What follows belongs to an exercise in optimizing a design on an open flow for small area and a short achievable clock period; a production flow would make more cautious choices.
Where RTL was checked, it was by simulation tests only, not by an equivalence proof against the original.
Power figures rest on the tool's default switching activity, not on a simulated workload.

==> inputs of v23 <==
==> flow/design.v <==
package rbdeq_pkg;
  localparam int unsigned DEPTH = 16;
  localparam int unsigned CNT_W = $clog2(DEPTH + 1);
  localparam int unsigned WORD_W = 32;
  localparam int unsigned RING = DEPTH - 2;
  typedef enum logic [2:0] {
    FUNC_PUSH_FRONT = 3'd0,
    FUNC_PUSH_BACK  = 3'd1,
    FUNC_POP_FRONT  = 3'd2,
    FUNC_POP_BACK   = 3'd3,
    FUNC_NONE       = 3'd4
  } func_e;
  typedef enum logic [1:0] {
    ST_DONE       = 2'd0,
    ST_FULL       = 2'd1,
    ST_EMPTY      = 2'd2
  } status_e;
  typedef struct packed {
    logic [2:0]               func;
    logic signed [WORD_W-1:0] push_value;
  } cmd_t;
  typedef struct packed {
    logic signed [WORD_W-1:0] popped_value;
    logic [1:0]               status;
    logic [4:0]               count_after;
    logic signed [WORD_W-1:0] first_value;
    logic signed [WORD_W-1:0] last_value;
  } res_t;
endpackage
module rbdeq_cell (
  input  logic                                clk_i,
  input  logic                                push_f_i,
  input  logic                                push_b_i,
  input  logic                                sel_f_i,
  input  logic                                sel_b_i,
  input  logic signed [rbdeq_pkg::WORD_W-1:0] wdata_i,
  output logic signed [rbdeq_pkg::WORD_W-1:0] data_o
);
  logic we;
  assign we = (push_f_i && sel_f_i) || (push_b_i && sel_b_i);
  always_ff @(posedge clk_i) begin
    if (we) data_o <= wdata_i;
  end
endmodule
module ring_buffer_double_ended_queue (
  input  logic         clk_i,
  input  logic         rst_ni,
  input  logic         start_i,
  input  logic [34:0]  cmd_i_flat,
  output logic         busy_o,
  output logic         done_o,
  output logic [102:0] result_o_flat
);
  localparam int unsigned RING = rbdeq_pkg::RING;
  localparam int unsigned W    = rbdeq_pkg::WORD_W;
  rbdeq_pkg::cmd_t cmd_i;
  rbdeq_pkg::res_t result_o;
  assign cmd_i         = rbdeq_pkg::cmd_t'(cmd_i_flat);
  assign result_o_flat = result_o;
  logic [rbdeq_pkg::CNT_W-1:0] count_q, count_d, count_up, count_down;
  logic                        empty_q, one_q, two_q, full_q;
  logic                        empty_d, one_d, two_d, full_d;
  logic [RING-1:0]             head_q, head_d, tail_q, tail_d;
  logic [RING-1:0]             head_prev, head_next, tail_prev, tail_next;
  logic signed [W-1:0]         front_q, front_d, back_q, back_d;
  logic signed [W-1:0]         popped_q, popped_d;
  logic [1:0]                  status_q, status_d;
  logic                        done_q;
  logic signed [W-1:0]         ring_data [RING];
  logic signed [W-1:0]         ring_rdata, ring_wdata;
  logic [RING-1:0]             ring_rsel, wsel_f, wsel_b;
  logic accept, three, fifteen, ge2, ge3;
  logic req_pf, req_pb, req_qf, req_qb, req_push, req_pop;
  logic push_f, push_b, pop_f, pop_b, push_ring_f, push_ring_b;
  logic f_pv, f_back, f_ring, f_hold;
  logic b_pv, b_front, b_ring, b_hold;
  assign busy_o = 1'b0;
  assign accept = start_i;
  assign ge2     = !empty_q && !one_q;
  assign ge3     = ge2 && !two_q;
  assign three   = (count_q == 5'd3);
  assign fifteen = (count_q == 5'd15);
  assign req_pf   = accept && (cmd_i.func == rbdeq_pkg::FUNC_PUSH_FRONT);
  assign req_pb   = accept && (cmd_i.func == rbdeq_pkg::FUNC_PUSH_BACK);
  assign req_qf   = accept && (cmd_i.func == rbdeq_pkg::FUNC_POP_FRONT);
  assign req_qb   = accept && (cmd_i.func == rbdeq_pkg::FUNC_POP_BACK);
  assign req_push = accept && (cmd_i.func[2:1] == 2'b00);
  assign req_pop  = accept && (cmd_i.func[2:1] == 2'b01);
  assign push_f   = req_pf && !full_q;
  assign push_b   = req_pb && !full_q;
  assign pop_f    = req_qf && !empty_q;
  assign pop_b    = req_qb && !empty_q;
  assign head_prev = {head_q[0], head_q[RING-1:1]};
  assign head_next = {head_q[RING-2:0], head_q[RING-1]};
  assign tail_prev = {tail_q[0], tail_q[RING-1:1]};
  assign tail_next = {tail_q[RING-2:0], tail_q[RING-1]};
  for (genvar i = 0; i < RING; i++) begin : g_ring
    rbdeq_cell u_cell (
      .clk_i   (clk_i),
      .push_f_i(req_pf),
      .push_b_i(req_pb),
      .sel_f_i (wsel_f[i]),
      .sel_b_i (wsel_b[i]),
      .wdata_i (ring_wdata),
      .data_o  (ring_data[i])
    );
  end
  assign ring_rsel = cmd_i.func[0] ? tail_prev : head_q;
  always_comb begin
    ring_rdata = '0;
    for (int i = 0; i < RING; i++) begin
      ring_rdata = ring_rdata | (ring_rsel[i] ? ring_data[i] : '0);
    end
  end
  assign push_ring_f = ge2 && !full_q && req_pf;
  assign push_ring_b = ge2 && !full_q && req_pb;
  assign ring_wdata  = cmd_i.func[0] ? back_q : front_q;
  assign wsel_f      = full_q ? '0 : head_prev;
  assign wsel_b      = full_q ? '0 : tail_q;
  always_comb begin
    head_d = head_q;
    tail_d = tail_q;
    if (push_ring_f)         head_d = head_prev;
    if (req_qf && ge3)       head_d = head_next;
    if (push_ring_b)         tail_d = tail_next;
    if (req_qb && ge3)       tail_d = tail_prev;
  end
  assign f_pv    = push_f || (req_pb && empty_q);
  assign f_back  = req_qf && two_q;
  assign f_ring  = req_qf && ge3;
  assign f_hold  = !empty_q && !push_f && !req_qf && !(req_qb && one_q);
  assign b_pv    = push_b || (req_pf && empty_q);
  assign b_front = req_qb && two_q;
  assign b_ring  = req_qb && ge3;
  assign b_hold  = !empty_q && !push_b && !req_qb && !(req_qf && one_q);
  assign front_d = ({W{f_pv}} & cmd_i.push_value) | ({W{f_back}} & back_q) |
                   ({W{f_ring}} & ring_rdata) | ({W{f_hold}} & front_q);
  assign back_d  = ({W{b_pv}} & cmd_i.push_value) | ({W{b_front}} & front_q) |
                   ({W{b_ring}} & ring_rdata) | ({W{b_hold}} & back_q);
  for (genvar i = 0; i < rbdeq_pkg::CNT_W; i++) begin : g_step
    if (i == 0) begin : g_lsb
      assign count_up[i]   = !count_q[0];
      assign count_down[i] = !count_q[0];
    end else begin : g_bit
      assign count_up[i]   = count_q[i] ^ (&count_q[i-1:0]);
      assign count_down[i] = count_q[i] ^ !(|count_q[i-1:0]);
    end
  end
  always_comb begin
    count_d  = count_q;
    status_d = rbdeq_pkg::ST_DONE;
    popped_d = '0;
    if (push_f || push_b) count_d = count_up;
    if (pop_f || pop_b)   count_d = count_down;
    if (pop_f || pop_b) popped_d = ring_wdata;
    if (req_push && full_q)  status_d = rbdeq_pkg::ST_FULL;
    if (req_pop && empty_q)  status_d = rbdeq_pkg::ST_EMPTY;
  end
  assign empty_d = (empty_q && !req_push) || (one_q && req_pop);
  assign one_d   = (empty_q && req_push) || (one_q && !req_push && !req_pop) || (two_q && req_pop);
  assign two_d   = (one_q && req_push) || (two_q && !req_push && !req_pop) || (three && req_pop);
  assign full_d  = (full_q && !req_pop) || (fifteen && req_push);
  always_ff @(posedge clk_i or negedge rst_ni) begin
    if (!rst_ni) begin
      count_q <= '0;
      empty_q <= 1'b1;
      one_q   <= 1'b0;
      two_q   <= 1'b0;
      full_q  <= 1'b0;
      done_q  <= 1'b0;
      head_q  <= RING'(1);
      tail_q  <= RING'(1);
    end else begin
      count_q <= count_d;
      empty_q <= empty_d;
      one_q   <= one_d;
      two_q   <= two_d;
      full_q  <= full_d;
      done_q  <= accept;
      head_q  <= head_d;
      tail_q  <= tail_d;
    end
  end
  always_ff @(posedge clk_i) begin
    front_q  <= front_d;
    back_q   <= back_d;
    popped_q <= popped_d;
    status_q <= status_d;
  end
  assign done_o                = done_q;
  assign result_o.popped_value = popped_q;
  assign result_o.status       = status_q;
  assign result_o.count_after  = 5'(count_q);
  assign result_o.first_value  = front_q;
  assign result_o.last_value   = back_q;
endmodule
==> flow/flow/run.sh <==
#!/bin/bash
# Layout flow: the standard ORFS flow (standard.sh), unchanged except that the
# port buffers are plain sky130 buf_2 cells instead of the delay-cell buffers that
# buffer_ports picks by default.
set -euo pipefail
export BUFFER_PORTS_ARGS="-buffer_cell sky130_fd_sc_hd__buf_2"
bash standard.sh > standard_flow.log 2>&1
==> flow/standard.sh <==
#!/bin/bash
# synth_recipe.tcl (not shown) runs the flow's synth.tcl, then flattens the netlist and writes it again
# the make line also repeats each setting of config.mk as NAME=value (left out here)
make -C /OpenROAD-flow-scripts/flow DESIGN_CONFIG=/design/flow/config.mk WORK_HOME=/design/flow/orfs CLKGATE_MAP_FILE= SYNTH_SCRIPT=/design/flow/synth_recipe.tcl "${@:-finish}"
==> flow/config.mk <==
export PLATFORM = sky130hd
export DESIGN_NAME = ring_buffer_double_ended_queue
export DESIGN_NICKNAME = ring_buffer_double_ended_queue
export VERILOG_FILES = /design/flow/design.v
export SDC_FILE = /design/flow/constraint.sdc
export NUM_CORES = 4
export LEC_CHECK = 0
export CAP_MARGIN = 0
export CORE_MARGIN = 2
export CORE_UTILIZATION = 60
export CTS_BUF_LIST = sky130_fd_sc_hd__clkbuf_16
export CTS_CLUSTER_DIAMETER = 60
export CTS_CLUSTER_SIZE = 25
export SETUP_SLACK_MARGIN = 2.8
export SLEW_MARGIN = 0
export SYNTH_HIERARCHICAL = 1
==> flow/constraint.sdc <==
create_clock -name core_clock -period 5.0 [get_ports {clk_i}]
set_input_delay 1.0000 -clock core_clock [delete_from_list [all_inputs] [get_ports {clk_i}]]
set_output_delay 1.0000 -clock core_clock [all_outputs]
set_load 0.01 [all_outputs]
==> v18: changes against v23 <==
--- a/flow/design.v
+++ b/flow/design.v
@@ -29,17 +29,12 @@
 endpackage
 module rbdeq_cell (
   input  logic                                clk_i,
-  input  logic                                push_f_i,
-  input  logic                                push_b_i,
-  input  logic                                sel_f_i,
-  input  logic                                sel_b_i,
+  input  logic                                we_i,
   input  logic signed [rbdeq_pkg::WORD_W-1:0] wdata_i,
   output logic signed [rbdeq_pkg::WORD_W-1:0] data_o
 );
-  logic we;
-  assign we = (push_f_i && sel_f_i) || (push_b_i && sel_b_i);
   always_ff @(posedge clk_i) begin
-    if (we) data_o <= wdata_i;
+    if (we_i) data_o <= wdata_i;
   end
 endmodule
 module ring_buffer_double_ended_queue (
@@ -57,7 +52,7 @@
   rbdeq_pkg::res_t result_o;
   assign cmd_i         = rbdeq_pkg::cmd_t'(cmd_i_flat);
   assign result_o_flat = result_o;
-  logic [rbdeq_pkg::CNT_W-1:0] count_q, count_d, count_up, count_down;
+  logic [rbdeq_pkg::CNT_W-1:0] count_q, count_d;
   logic                        empty_q, one_q, two_q, full_q;
   logic                        empty_d, one_d, two_d, full_d;
   logic [RING-1:0]             head_q, head_d, tail_q, tail_d;
@@ -68,7 +63,7 @@
   logic                        done_q;
   logic signed [W-1:0]         ring_data [RING];
   logic signed [W-1:0]         ring_rdata, ring_wdata;
-  logic [RING-1:0]             ring_rsel, wsel_f, wsel_b;
+  logic [RING-1:0]             ring_rsel, ring_we;
   logic accept, three, fifteen, ge2, ge3;
   logic req_pf, req_pb, req_qf, req_qb, req_push, req_pop;
   logic push_f, push_b, pop_f, pop_b, push_ring_f, push_ring_b;
@@ -96,13 +91,10 @@
   assign tail_next = {tail_q[RING-2:0], tail_q[RING-1]};
   for (genvar i = 0; i < RING; i++) begin : g_ring
     rbdeq_cell u_cell (
-      .clk_i   (clk_i),
-      .push_f_i(req_pf),
-      .push_b_i(req_pb),
-      .sel_f_i (wsel_f[i]),
-      .sel_b_i (wsel_b[i]),
-      .wdata_i (ring_wdata),
-      .data_o  (ring_data[i])
+      .clk_i  (clk_i),
+      .we_i   (ring_we[i]),
+      .wdata_i(ring_wdata),
+      .data_o (ring_data[i])
     );
   end
   assign ring_rsel = cmd_i.func[0] ? tail_prev : head_q;
@@ -115,8 +107,7 @@
   assign push_ring_f = ge2 && !full_q && req_pf;
   assign push_ring_b = ge2 && !full_q && req_pb;
   assign ring_wdata  = cmd_i.func[0] ? back_q : front_q;
-  assign wsel_f      = full_q ? '0 : head_prev;
-  assign wsel_b      = full_q ? '0 : tail_q;
+  assign ring_we     = ({RING{push_ring_f}} & head_prev) | ({RING{push_ring_b}} & tail_q);
   always_comb begin
     head_d = head_q;
     tail_d = tail_q;
@@ -137,22 +128,14 @@
                    ({W{f_ring}} & ring_rdata) | ({W{f_hold}} & front_q);
   assign back_d  = ({W{b_pv}} & cmd_i.push_value) | ({W{b_front}} & front_q) |
                    ({W{b_ring}} & ring_rdata) | ({W{b_hold}} & back_q);
-  for (genvar i = 0; i < rbdeq_pkg::CNT_W; i++) begin : g_step
-    if (i == 0) begin : g_lsb
-      assign count_up[i]   = !count_q[0];
-      assign count_down[i] = !count_q[0];
-    end else begin : g_bit
-      assign count_up[i]   = count_q[i] ^ (&count_q[i-1:0]);
-      assign count_down[i] = count_q[i] ^ !(|count_q[i-1:0]);
-    end
-  end
   always_comb begin
     count_d  = count_q;
     status_d = rbdeq_pkg::ST_DONE;
     popped_d = '0;
-    if (push_f || push_b) count_d = count_up;
-    if (pop_f || pop_b)   count_d = count_down;
-    if (pop_f || pop_b) popped_d = ring_wdata;
+    if (push_f || push_b) count_d = count_q + 1'b1;
+    if (pop_f || pop_b)   count_d = count_q - 1'b1;
+    if (pop_f) popped_d = front_q;
+    if (pop_b) popped_d = back_q;
     if (req_push && full_q)  status_d = rbdeq_pkg::ST_FULL;
     if (req_pop && empty_q)  status_d = rbdeq_pkg::ST_EMPTY;
   end
--- a/flow/config.mk
+++ b/flow/config.mk
@@ -5,12 +5,11 @@
 export SDC_FILE = /design/flow/constraint.sdc
 export NUM_CORES = 4
 export LEC_CHECK = 0
-export CAP_MARGIN = 0
+export CAP_MARGIN = 20
 export CORE_MARGIN = 2
 export CORE_UTILIZATION = 60
 export CTS_BUF_LIST = sky130_fd_sc_hd__clkbuf_16
 export CTS_CLUSTER_DIAMETER = 60
 export CTS_CLUSTER_SIZE = 25
 export SETUP_SLACK_MARGIN = 2.8
-export SLEW_MARGIN = 0
-export SYNTH_HIERARCHICAL = 1
+export SLEW_MARGIN = 20
==> v16: changes against v23 <==
--- a/flow/design.v
+++ b/flow/design.v
@@ -42,6 +42,34 @@
     if (we) data_o <= wdata_i;
   end
 endmodule
+module rbdeq_end_next (
+  input  logic                                sel_push_i,
+  input  logic                                sel_other_i,
+  input  logic                                sel_ring_i,
+  input  logic                                sel_hold_i,
+  input  logic signed [rbdeq_pkg::WORD_W-1:0] push_i,
+  input  logic signed [rbdeq_pkg::WORD_W-1:0] other_i,
+  input  logic signed [rbdeq_pkg::WORD_W-1:0] ring_i,
+  input  logic signed [rbdeq_pkg::WORD_W-1:0] hold_i,
+  output logic signed [rbdeq_pkg::WORD_W-1:0] next_o
+);
+  assign next_o = ({rbdeq_pkg::WORD_W{sel_push_i}}  & push_i)  |
+                  ({rbdeq_pkg::WORD_W{sel_other_i}} & other_i) |
+                  ({rbdeq_pkg::WORD_W{sel_ring_i}}  & ring_i)  |
+                  ({rbdeq_pkg::WORD_W{sel_hold_i}}  & hold_i);
+endmodule
+module rbdeq_read (
+  input  logic [rbdeq_pkg::RING-1:0]          sel_i,
+  input  logic [rbdeq_pkg::RING*rbdeq_pkg::WORD_W-1:0] words_i,
+  output logic signed [rbdeq_pkg::WORD_W-1:0] data_o
+);
+  always_comb begin
+    data_o = '0;
+    for (int i = 0; i < rbdeq_pkg::RING; i++) begin
+      data_o = data_o | (sel_i[i] ? words_i[i*rbdeq_pkg::WORD_W +: rbdeq_pkg::WORD_W] : '0);
+    end
+  end
+endmodule
 module ring_buffer_double_ended_queue (
   input  logic         clk_i,
   input  logic         rst_ni,
@@ -57,9 +85,9 @@
   rbdeq_pkg::res_t result_o;
   assign cmd_i         = rbdeq_pkg::cmd_t'(cmd_i_flat);
   assign result_o_flat = result_o;
-  logic [rbdeq_pkg::CNT_W-1:0] count_q, count_d, count_up, count_down;
-  logic                        empty_q, one_q, two_q, full_q;
-  logic                        empty_d, one_d, two_d, full_d;
+  logic [rbdeq_pkg::CNT_W-1:0] count_q, count_d;
+  logic                        empty_q, one_q, two_q, ge3_q, mid_q, full_q;
+  logic                        empty_d, one_d, two_d, ge3_d, mid_d, full_d;
   logic [RING-1:0]             head_q, head_d, tail_q, tail_d;
   logic [RING-1:0]             head_prev, head_next, tail_prev, tail_next;
   logic signed [W-1:0]         front_q, front_d, back_q, back_d;
@@ -68,16 +96,15 @@
   logic                        done_q;
   logic signed [W-1:0]         ring_data [RING];
   logic signed [W-1:0]         ring_rdata, ring_wdata;
-  logic [RING-1:0]             ring_rsel, wsel_f, wsel_b;
-  logic accept, three, fifteen, ge2, ge3;
+  logic [RING-1:0]             ring_rsel;
+  logic [RING*W-1:0]           ring_words;
+  logic accept, three, fifteen;
   logic req_pf, req_pb, req_qf, req_qb, req_push, req_pop;
   logic push_f, push_b, pop_f, pop_b, push_ring_f, push_ring_b;
   logic f_pv, f_back, f_ring, f_hold;
   logic b_pv, b_front, b_ring, b_hold;
   assign busy_o = 1'b0;
   assign accept = start_i;
-  assign ge2     = !empty_q && !one_q;
-  assign ge3     = ge2 && !two_q;
   assign three   = (count_q == 5'd3);
   assign fifteen = (count_q == 5'd15);
   assign req_pf   = accept && (cmd_i.func == rbdeq_pkg::FUNC_PUSH_FRONT);
@@ -99,66 +126,77 @@
       .clk_i   (clk_i),
       .push_f_i(req_pf),
       .push_b_i(req_pb),
-      .sel_f_i (wsel_f[i]),
-      .sel_b_i (wsel_b[i]),
+      .sel_f_i (mid_q && head_prev[i]),
+      .sel_b_i (mid_q && tail_q[i]),
       .wdata_i (ring_wdata),
       .data_o  (ring_data[i])
     );
+    assign ring_words[i*W +: W] = ring_data[i];
   end
   assign ring_rsel = cmd_i.func[0] ? tail_prev : head_q;
-  always_comb begin
-    ring_rdata = '0;
-    for (int i = 0; i < RING; i++) begin
-      ring_rdata = ring_rdata | (ring_rsel[i] ? ring_data[i] : '0);
-    end
-  end
-  assign push_ring_f = ge2 && !full_q && req_pf;
-  assign push_ring_b = ge2 && !full_q && req_pb;
+  rbdeq_read u_read (
+    .sel_i  (ring_rsel),
+    .words_i(ring_words),
+    .data_o (ring_rdata)
+  );
+  assign push_ring_f = mid_q && req_pf;
+  assign push_ring_b = mid_q && req_pb;
   assign ring_wdata  = cmd_i.func[0] ? back_q : front_q;
-  assign wsel_f      = full_q ? '0 : head_prev;
-  assign wsel_b      = full_q ? '0 : tail_q;
   always_comb begin
     head_d = head_q;
     tail_d = tail_q;
     if (push_ring_f)         head_d = head_prev;
-    if (req_qf && ge3)       head_d = head_next;
+    if (req_qf && ge3_q)     head_d = head_next;
     if (push_ring_b)         tail_d = tail_next;
-    if (req_qb && ge3)       tail_d = tail_prev;
+    if (req_qb && ge3_q)     tail_d = tail_prev;
   end
   assign f_pv    = push_f || (req_pb && empty_q);
   assign f_back  = req_qf && two_q;
-  assign f_ring  = req_qf && ge3;
+  assign f_ring  = req_qf && ge3_q;
   assign f_hold  = !empty_q && !push_f && !req_qf && !(req_qb && one_q);
   assign b_pv    = push_b || (req_pf && empty_q);
   assign b_front = req_qb && two_q;
-  assign b_ring  = req_qb && ge3;
+  assign b_ring  = req_qb && ge3_q;
   assign b_hold  = !empty_q && !push_b && !req_qb && !(req_qf && one_q);
-  assign front_d = ({W{f_pv}} & cmd_i.push_value) | ({W{f_back}} & back_q) |
-                   ({W{f_ring}} & ring_rdata) | ({W{f_hold}} & front_q);
-  assign back_d  = ({W{b_pv}} & cmd_i.push_value) | ({W{b_front}} & front_q) |
-                   ({W{b_ring}} & ring_rdata) | ({W{b_hold}} & back_q);
-  for (genvar i = 0; i < rbdeq_pkg::CNT_W; i++) begin : g_step
-    if (i == 0) begin : g_lsb
-      assign count_up[i]   = !count_q[0];
-      assign count_down[i] = !count_q[0];
-    end else begin : g_bit
-      assign count_up[i]   = count_q[i] ^ (&count_q[i-1:0]);
-      assign count_down[i] = count_q[i] ^ !(|count_q[i-1:0]);
-    end
-  end
+  rbdeq_end_next u_front_next (
+    .sel_push_i (f_pv),
+    .sel_other_i(f_back),
+    .sel_ring_i (f_ring),
+    .sel_hold_i (f_hold),
+    .push_i     (cmd_i.push_value),
+    .other_i    (back_q),
+    .ring_i     (ring_rdata),
+    .hold_i     (front_q),
+    .next_o     (front_d)
+  );
+  rbdeq_end_next u_back_next (
+    .sel_push_i (b_pv),
+    .sel_other_i(b_front),
+    .sel_ring_i (b_ring),
+    .sel_hold_i (b_hold),
+    .push_i     (cmd_i.push_value),
+    .other_i    (front_q),
+    .ring_i     (ring_rdata),
+    .hold_i     (back_q),
+    .next_o     (back_d)
+  );
   always_comb begin
     count_d  = count_q;
     status_d = rbdeq_pkg::ST_DONE;
     popped_d = '0;
-    if (push_f || push_b) count_d = count_up;
-    if (pop_f || pop_b)   count_d = count_down;
-    if (pop_f || pop_b) popped_d = ring_wdata;
+    if (push_f || push_b) count_d = count_q + 1'b1;
+    if (pop_f || pop_b)   count_d = count_q - 1'b1;
+    if (pop_f) popped_d = front_q;
+    if (pop_b) popped_d = back_q;
     if (req_push && full_q)  status_d = rbdeq_pkg::ST_FULL;
     if (req_pop && empty_q)  status_d = rbdeq_pkg::ST_EMPTY;
   end
   assign empty_d = (empty_q && !req_push) || (one_q && req_pop);
   assign one_d   = (empty_q && req_push) || (one_q && !req_push && !req_pop) || (two_q && req_pop);
   assign two_d   = (one_q && req_push) || (two_q && !req_push && !req_pop) || (three && req_pop);
+  assign ge3_d   = (ge3_q && !(three && req_pop)) || (two_q && req_push);
+  assign mid_d   = (one_q && req_push) || (full_q && req_pop) ||
+                   (mid_q && !(two_q && req_pop) && !(fifteen && req_push));
   assign full_d  = (full_q && !req_pop) || (fifteen && req_push);
   always_ff @(posedge clk_i or negedge rst_ni) begin
     if (!rst_ni) begin
@@ -166,6 +204,8 @@
       empty_q <= 1'b1;
       one_q   <= 1'b0;
       two_q   <= 1'b0;
+      ge3_q   <= 1'b0;
+      mid_q   <= 1'b0;
       full_q  <= 1'b0;
       done_q  <= 1'b0;
       head_q  <= RING'(1);
@@ -175,6 +215,8 @@
       empty_q <= empty_d;
       one_q   <= one_d;
       two_q   <= two_d;
+      ge3_q   <= ge3_d;
+      mid_q   <= mid_d;
       full_q  <= full_d;
       done_q  <= accept;
       head_q  <= head_d;
--- a/flow/config.mk
+++ b/flow/config.mk
@@ -5,12 +5,12 @@
 export SDC_FILE = /design/flow/constraint.sdc
 export NUM_CORES = 4
 export LEC_CHECK = 0
-export CAP_MARGIN = 0
+export CAP_MARGIN = 20
 export CORE_MARGIN = 2
 export CORE_UTILIZATION = 60
 export CTS_BUF_LIST = sky130_fd_sc_hd__clkbuf_16
 export CTS_CLUSTER_DIAMETER = 60
 export CTS_CLUSTER_SIZE = 25
 export SETUP_SLACK_MARGIN = 2.8
-export SLEW_MARGIN = 0
+export SLEW_MARGIN = 20
 export SYNTH_HIERARCHICAL = 1
==> comparison table <==
item                                                              v16         v23         v18
Result of the run                            timing/DRC/antenna clean  timing/DRC/antenna clean  timing/DRC/antenna clean
R2r setup slk                                                 2.74 ns     2.85 ns     2.80 ns
Cell area after synthesis                                   22520 µm²   22230 µm²   22100 µm²
Global routing usage on met3                                   10.70%      7.700%      5.862%
Rel. slew slack                                                38.02%      36.74%      40.63%
Non-clk invs                                                        6           1           3
Synth unique cells                                                 45          45          47
Height of the die                                            197.7 µm    196.5 µm    195.9 µm
Proportion of cell area occupied by multi-input gates          23.67%      23.32%      22.56%
Top-area cell type share of the netlist area                   59.75%      60.51%      60.88%
Placed Area                                                 23770 µm²   23310 µm²   23780 µm²
Leakage Power                                                10.61 nW    9.652 nW    9.426 nW
Critical path fanouts, max                                          8          17           8
Number of cells in the finished layout apart from fillers        2238        2134        2118
Largest clock skew in the final design                     0.02618 ns  0.03944 ns  0.03325 ns
Total number of nets in the final design                         1785        1675        1666
No functional check of the RTL was part of v16.

==> re-timing with driven ports <==
How much do the figures lean on ideal ports? The routed layouts below were timed once more, with nothing changed but the port constraints.
Step 1 assumes that a clkbuf_16 drives the clock port and a buf_2 every other input.
Step 2, shift: input delay + t, output delay - t, t = (earliest + latest rising clock arrival at the registers) / 2. This alone moves slack from input paths to output paths.
Three values: ideal, step 1, step 2; two values: the first two.
run | t (ns) | setup WS [ns] | latest minus earliest clock arrival (ns) | cell pins on the clock port's net
v23 | 0.612 | 2.807 / 2.655 / 2.043 | 0.040 / 0.040 | 1
v18 | 0.619 | 2.742 / 2.675 / 2.056 | 0.033 / 0.034 | 1
v16 | 0.639 | 2.740 / 2.431 / 1.792 | 0.030 / 0.031 | 1
After both steps every run listed still meets setup and hold. The setup slack of v16, which loses most, moves by -0.309 ns with the drivers and by -0.948 ns with both steps.
